Background: an optimization exercise with open tools, aiming at small area, a short achievable clock period and few clock cycles. Do not read the settings as production practice.
Power figures rest on the tool's default switching activity, not on a simulated workload.

==> module vaddr_gen, before the edit <==
module vaddr_gen #(
  parameter int unsigned BusBytes = 8
) (
  input  logic               clk_i,
  input  logic               rst_ni,
  input  logic               req_valid_i,
  output logic               req_ready_o,
  input  vaddr_pkg::vop_e    req_op_i,
  input  vaddr_pkg::addr_t   req_addr_i,
  input  vaddr_pkg::vlen_t   req_len_i,
  input  vaddr_pkg::stride_t req_stride_i,
  input  vaddr_pkg::vew_e    req_vew_i,
  output logic               ack_o,
  output logic               ack_error_o,
  output logic               ar_valid_o,
  input  logic               ar_ready_i,
  output vaddr_pkg::addr_t   ar_addr_o,
  output logic [7:0]         ar_len_o,
  output logic [2:0]         ar_size_o,
  output logic               aw_valid_o,
  input  logic               aw_ready_i,
  output vaddr_pkg::addr_t   aw_addr_o,
  output logic [7:0]         aw_len_o,
  output logic [2:0]         aw_size_o,
  output logic               lsu_valid_o,
  input  logic               lsu_ready_i,
  output vaddr_pkg::addr_t   lsu_addr_o,
  output logic [7:0]         lsu_len_o,
  output logic [2:0]         lsu_size_o,
  output logic               lsu_is_load_o
);
  logic             w_valid_q;
  vaddr_pkg::addr_t w_a_q;
  logic [15:0]      w_r_q;
  logic             w_fresh_q;
  vaddr_pkg::addr_t w_stride_q;
  logic [1:0]       w_vew_q;
  logic             w_load_q;
  logic             w_burst_q;
  logic take;
  logic in_misal;
  logic in_good;
  logic ready_q;
  assign req_ready_o = ready_q;
  assign take        = req_valid_i && !w_valid_q;
  assign in_misal = |(req_addr_i[2:0] & ((3'd1 << req_vew_i) - 3'd1));
  assign in_good  = !in_misal && (req_len_i != '0);
  logic ack_q;
  logic ack_err_q;
  always_ff @(posedge clk_i or negedge rst_ni) begin
    if (!rst_ni) begin
      ack_q <= 1'b0;
    end else begin
      ack_q <= take;
    end
  end
  always_ff @(posedge clk_i) begin
    ack_err_q <= in_misal;
  end
  assign ack_o       = ack_q;
  assign ack_error_o = ack_err_q;
  logic [11:0] room_bytes;
  logic [11:0] room_elems;
  logic [15:0] step;
  logic [16:0] r_diff;
  logic [10:0] tail_add;
  logic [10:0] tail_span;
  logic [7:0]  lim;
  logic        w_last;
  logic [7:0]  len_b;
  vaddr_pkg::addr_t stride_sum;
  vaddr_add32 u_add (.a(w_a_q), .b(w_stride_q), .s(stride_sum));
  assign room_bytes = w_a_q[11] ? (~w_a_q[11:0] + 12'd1) : (12'h800 - {9'd0, w_a_q[2:0]});
  assign room_elems = room_bytes >> w_vew_q;
  assign step       = w_burst_q ? {4'd0, room_elems} : 16'd1;
  assign r_diff     = {1'b0, w_r_q} + {1'b1, ~step} + {16'd0, !w_fresh_q};
  assign w_last     = r_diff[16];
  assign lim       = w_a_q[11] ? ~w_a_q[10:3] : 8'hFF;
  assign tail_add  = w_fresh_q ? ({8'd0, w_a_q[2:0]} - 11'd1) : {8'd0, (3'd1 << w_vew_q) - 3'd1};
  assign tail_span = (w_r_q[10:0] << w_vew_q) + tail_add;
  assign len_b     = w_last ? tail_span[10:3] : lim;
  logic             o_valid_q;
  logic             o_done_q;    
  vaddr_pkg::addr_t o_a_q;
  logic [7:0]       o_len_q;
  logic [1:0]       o_size_q;
  logic             o_load_q;
  logic             l_valid_q;
  vaddr_pkg::addr_t l_a_q;
  logic [7:0]       l_len_q;
  logic [1:0]       l_size_q;
  logic             l_load_q;
  logic ar_valid_q;
  logic aw_valid_q;
  logic dir_ok;
  logic ax_valid;
  logic hs;
  logic l_take;
  logic l_push;
  logic o_free;
  assign dir_ok   = !l_valid_q || (l_load_q == o_load_q);
  assign ax_valid = o_valid_q && !o_done_q && dir_ok;
  assign hs       = (ar_valid_q && ar_ready_i) || (aw_valid_q && aw_ready_i);
  assign l_take   = !l_valid_q || lsu_ready_i;
  assign l_push   = o_valid_q && (o_done_q || hs) && l_take;
  assign o_free   = !o_valid_q || l_push;
  logic w_valid_n;
  logic o_valid_n;
  logic o_done_n;
  logic o_load_n;
  logic l_valid_n;
  logic l_load_n;
  logic dir_ld_n;
  logic dir_st_n;
  assign w_valid_n = !w_valid_q ? (take && in_good) : !(o_free && w_last);
  assign o_valid_n = o_free ? w_valid_q : o_valid_q;
  assign o_done_n  = !o_free && (o_done_q || hs);
  assign o_load_n  = o_free ? w_load_q : o_load_q;
  assign l_valid_n = l_take ? l_push : l_valid_q;
  assign l_load_n  = l_push ? o_load_q : l_load_q;
  assign dir_ld_n  = !l_valid_n || l_load_n;
  assign dir_st_n  = !l_valid_n || !l_load_n;
  assign ar_valid_o = ar_valid_q;
  assign ar_addr_o  = o_a_q;
  assign ar_len_o   = o_len_q;
  assign ar_size_o  = {1'b0, o_size_q};
  assign aw_valid_o = aw_valid_q;
  assign aw_addr_o  = o_a_q;
  assign aw_len_o   = o_len_q;
  assign aw_size_o  = {1'b0, o_size_q};
  assign lsu_valid_o   = l_valid_q;
  assign lsu_addr_o    = l_a_q;
  assign lsu_len_o     = l_len_q;
  assign lsu_size_o    = {1'b0, l_size_q};
  assign lsu_is_load_o = l_load_q;
  always_ff @(posedge clk_i or negedge rst_ni) begin
    if (!rst_ni) begin
      w_valid_q  <= 1'b0;
      o_valid_q  <= 1'b0;
      o_done_q   <= 1'b0;
      l_valid_q  <= 1'b0;
      ar_valid_q <= 1'b0;
      aw_valid_q <= 1'b0;
    end else begin
      w_valid_q  <= w_valid_n;
      o_valid_q  <= o_valid_n;
      o_done_q   <= o_done_n;
      l_valid_q  <= l_valid_n;
      ar_valid_q <= o_valid_n && !o_done_n && o_load_n && dir_ld_n;
      aw_valid_q <= o_valid_n && !o_done_n && !o_load_n && dir_st_n;
    end
  end
  always_ff @(posedge clk_i or negedge rst_ni) begin
    if (!rst_ni) begin
      ready_q <= 1'b1;
    end else begin
      ready_q <= !w_valid_n;
    end
  end
  always_ff @(posedge clk_i) begin
    if (!w_valid_q) begin
      w_a_q      <= req_addr_i;
      w_r_q      <= req_len_i;
      w_fresh_q  <= 1'b1;
      w_stride_q <= req_stride_i;
      w_vew_q    <= req_vew_i;
      w_load_q   <= !req_op_i[0];
      w_burst_q  <= !req_op_i[1];
    end else if (o_free) begin
      w_r_q     <= r_diff[15:0];
      w_fresh_q <= 1'b0;
      if (w_burst_q) begin
        w_a_q <= w_a_q[11] ? {w_a_q[31:12] + 20'd1, 12'd0}
                           : {w_a_q[31:12], 1'b1, w_a_q[10:3], 3'd0};
      end else begin
        w_a_q <= stride_sum;
      end
    end
    if (o_free) begin
      o_a_q    <= w_a_q;
      o_len_q  <= w_burst_q ? len_b : 8'd0;
      o_size_q <= w_burst_q ? 2'd3 : w_vew_q;
      o_load_q <= w_load_q;
    end
    if (l_push) begin
      l_a_q    <= o_a_q;
      l_len_q  <= o_len_q;
      l_size_q <= o_size_q;
      l_load_q <= o_load_q;
    end
  end
endmodule
Settings: LEC_CHECK=0, CAP_MARGIN=20, CORE_MARGIN=2, CORE_UTILIZATION=40, SLEW_MARGIN=20; clock period 15.0 ns.
standard.sh (not shown) runs the stock make flow with config.mk's settings and CLKGATE_MAP_FILE= SYNTH_SCRIPT=/design/flow/synth_recipe.tcl, a recipe that flattens the netlist after the stock synthesis.
==> flow/flow/run.sh <==
#!/bin/bash
# The standard layout (standard.sh) with three changes to how it is made:
#  - timing repair aims at 10.5 ns of setup slack, so the achieved period is short;
#  - ports are buffered with buf_1 instead of the default delay buffer;
#  - the clock tree uses clkbuf_8 and no dummy loads.
# Everything else, the synthesis included, is the standard flow. The make output goes to
# flow_make.log; ORFS's own per-step logs stay under orfs/logs.
set -euo pipefail
bash standard.sh \
  SETUP_SLACK_MARGIN=10.5 \
  "BUFFER_PORTS_ARGS=-buffer_cell sky130_fd_sc_hd__buf_1" \
  "CTS_ARGS=-sink_clustering_enable -repair_clock_nets -buf_list sky130_fd_sc_hd__clkbuf_8 -root_buf sky130_fd_sc_hd__clkbuf_8 -dont_use_dummy_load" \
  finish > flow_make.log 2>&1
The starting point passed the timing, DRC and antenna checks.
Then changed:
--- a/flow/design.v
+++ b/flow/design.v
@@ -369,11 +369,12 @@
   output logic [2:0]         lsu_size_o,
   output logic               lsu_is_load_o
 );
   logic             w_valid_q;
+  logic             w_skip_q;
+  logic             w_bh_q;
   vaddr_pkg::addr_t w_a_q;
   logic [15:0]      w_r_q;
-  logic             w_fresh_q;
   vaddr_pkg::addr_t w_stride_q;
   logic [1:0]       w_vew_q;
   logic             w_load_q;
   logic             w_burst_q;
@@ -401,10 +402,8 @@
   assign ack_error_o = ack_err_q;
   logic [11:0] room_bytes;
   logic [11:0] room_elems;
   logic [15:0] step;
-  logic [16:0] r_diff;
-  logic [10:0] tail_add;
   logic [10:0] tail_span;
   logic [7:0]  lim;
   logic        w_last;
   logic [7:0]  len_b;
@@ -412,14 +411,27 @@
   vaddr_add32 u_add (.a(w_a_q), .b(w_stride_q), .s(stride_sum));
   assign room_bytes = w_a_q[11] ? (~w_a_q[11:0] + 12'd1) : (12'h800 - {9'd0, w_a_q[2:0]});
   assign room_elems = room_bytes >> w_vew_q;
   assign step       = w_burst_q ? {4'd0, room_elems} : 16'd1;
-  assign r_diff     = {1'b0, w_r_q} + {1'b1, ~step} + {16'd0, !w_fresh_q};
-  assign w_last     = r_diff[16];
+  assign w_last     = w_burst_q ? (w_r_q <= step) : (w_r_q == (w_bh_q ? 16'd2 : 16'd1));
   assign lim       = w_a_q[11] ? ~w_a_q[10:3] : 8'hFF;
-  assign tail_add  = w_fresh_q ? ({8'd0, w_a_q[2:0]} - 11'd1) : {8'd0, (3'd1 << w_vew_q) - 3'd1};
-  assign tail_span = (w_r_q[10:0] << w_vew_q) + tail_add;
+  assign tail_span = (w_r_q[10:0] << w_vew_q) + {8'd0, w_a_q[2:0]} - 11'd1;
   assign len_b     = w_last ? tail_span[10:3] : lim;
+  logic        in_burst;
+  logic [11:0] in_room_bytes;
+  logic [11:0] in_room_elems;
+  logic        in_last;
+  logic [10:0] in_tail_span;
+  logic [7:0]  in_lim;
+  logic [7:0]  in_len;
+  assign in_burst      = !req_op_i[1];
+  assign in_room_bytes = req_addr_i[11] ? (~req_addr_i[11:0] + 12'd1)
+                                        : (12'h800 - {9'd0, req_addr_i[2:0]});
+  assign in_room_elems = in_room_bytes >> req_vew_i;
+  assign in_last       = in_burst ? (req_len_i <= {4'd0, in_room_elems}) : (req_len_i == 16'd1);
+  assign in_lim        = req_addr_i[11] ? ~req_addr_i[10:3] : 8'hFF;
+  assign in_tail_span  = (req_len_i[10:0] << req_vew_i) + {8'd0, req_addr_i[2:0]} - 11'd1;
+  assign in_len        = !in_burst ? 8'd0 : (in_last ? in_tail_span[10:3] : in_lim);
   logic             o_valid_q;
   logic             o_done_q;    
   vaddr_pkg::addr_t o_a_q;
   logic [7:0]       o_len_q;
@@ -437,26 +449,29 @@
   logic hs;
   logic l_take;
   logic l_push;
   logic o_free;
+  logic direct;
   assign dir_ok   = !l_valid_q || (l_load_q == o_load_q);
   assign ax_valid = o_valid_q && !o_done_q && dir_ok;
   assign hs       = (ar_valid_q && ar_ready_i) || (aw_valid_q && aw_ready_i);
   assign l_take   = !l_valid_q || lsu_ready_i;
   assign l_push   = o_valid_q && (o_done_q || hs) && l_take;
   assign o_free   = !o_valid_q || l_push;
+  assign direct   = take && in_good && o_free;
   logic w_valid_n;
   logic o_valid_n;
   logic o_done_n;
   logic o_load_n;
   logic l_valid_n;
   logic l_load_n;
   logic dir_ld_n;
   logic dir_st_n;
-  assign w_valid_n = !w_valid_q ? (take && in_good) : !(o_free && w_last);
-  assign o_valid_n = o_free ? w_valid_q : o_valid_q;
+  assign w_valid_n = !w_valid_q ? (take && in_good && !(o_free && in_last))
+                               : (w_skip_q || !(o_free && w_last));
+  assign o_valid_n = o_free ? (w_valid_q ? !w_skip_q : direct) : o_valid_q;
   assign o_done_n  = !o_free && (o_done_q || hs);
-  assign o_load_n  = o_free ? w_load_q : o_load_q;
+  assign o_load_n  = o_free ? (w_valid_q ? w_load_q : !req_op_i[0]) : o_load_q;
   assign l_valid_n = l_take ? l_push : l_valid_q;
   assign l_load_n  = l_push ? o_load_q : l_load_q;
   assign dir_ld_n  = !l_valid_n || l_load_n;
   assign dir_st_n  = !l_valid_n || !l_load_n;
@@ -500,28 +515,36 @@
   always_ff @(posedge clk_i) begin
     if (!w_valid_q) begin
       w_a_q      <= req_addr_i;
       w_r_q      <= req_len_i;
-      w_fresh_q  <= 1'b1;
       w_stride_q <= req_stride_i;
       w_vew_q    <= req_vew_i;
       w_load_q   <= !req_op_i[0];
       w_burst_q  <= !req_op_i[1];
-    end else if (o_free) begin
-      w_r_q     <= r_diff[15:0];
-      w_fresh_q <= 1'b0;
+      w_skip_q   <= o_free && !req_op_i[1];
+      w_bh_q     <= o_free && req_op_i[1];
+    end else if (w_skip_q || o_free) begin
+      w_skip_q <= 1'b0;
+      w_r_q <= w_r_q - step;
       if (w_burst_q) begin
         w_a_q <= w_a_q[11] ? {w_a_q[31:12] + 20'd1, 12'd0}
                            : {w_a_q[31:12], 1'b1, w_a_q[10:3], 3'd0};
       end else begin
         w_a_q <= stride_sum;
       end
     end
     if (o_free) begin
-      o_a_q    <= w_a_q;
-      o_len_q  <= w_burst_q ? len_b : 8'd0;
-      o_size_q <= w_burst_q ? 2'd3 : w_vew_q;
-      o_load_q <= w_load_q;
+      if (w_valid_q) begin
+        o_a_q    <= w_bh_q ? stride_sum : w_a_q;
+        o_len_q  <= w_burst_q ? len_b : 8'd0;
+        o_size_q <= w_burst_q ? 2'd3 : w_vew_q;
+        o_load_q <= w_load_q;
+      end else begin
+        o_a_q    <= req_addr_i;
+        o_len_q  <= in_len;
+        o_size_q <= in_burst ? 2'd3 : req_vew_i;
+        o_load_q <= !req_op_i[0];
+      end
     end
     if (l_push) begin
       l_a_q    <= o_a_q;
       l_len_q  <= o_len_q;
Outcome: The changed run finished clean. Power increases by about a fifth. Register-to-register slack got worse by 0.50 ns. Cell area went up by about a fifth. Core utilization goes down by 0.37 points. Wire length goes up by well over a third.
No functional check of the RTL was part of any run of this note.

-- port drivers added, routing unchanged --
The results above use ideal ports. As a check the final layouts listed here were re-extracted and re-timed, cells and wires unchanged.
Step 1 (the two cells are an assumption about what drives the block):
set clk [get_ports {clk_i}]
set_driving_cell -lib_cell sky130_fd_sc_hd__clkbuf_16 $clk
set_driving_cell -lib_cell sky130_fd_sc_hd__buf_2 [delete_from_list [all_inputs] $clk]
Step 2 adds t to the input delays and takes it off the output delays; t is the mean of the earliest and latest rising clock arrival at the registers after step 1. Input paths then give back, and output paths get back, about the clock's delay inside the block.
Three values: ideal ports, drivers, drivers and shift; two values: the first two.
| run | t (ns) | setup slack, ns | latest minus earliest clock arrival (ns) |
|---|---|---|---|
| the first run | 0.497 | 10.495 / 10.495 / 10.116 | 0.028 / 0.029 |
| the second run | 0.513 | 8.983 / 8.961 / 8.448 | 0.039 / 0.038 |
After both steps every run listed still meets setup and hold. For the second run, which loses most, drivers alone change the setup slack by -0.022 ns; drivers and shift together by -0.535 ns.
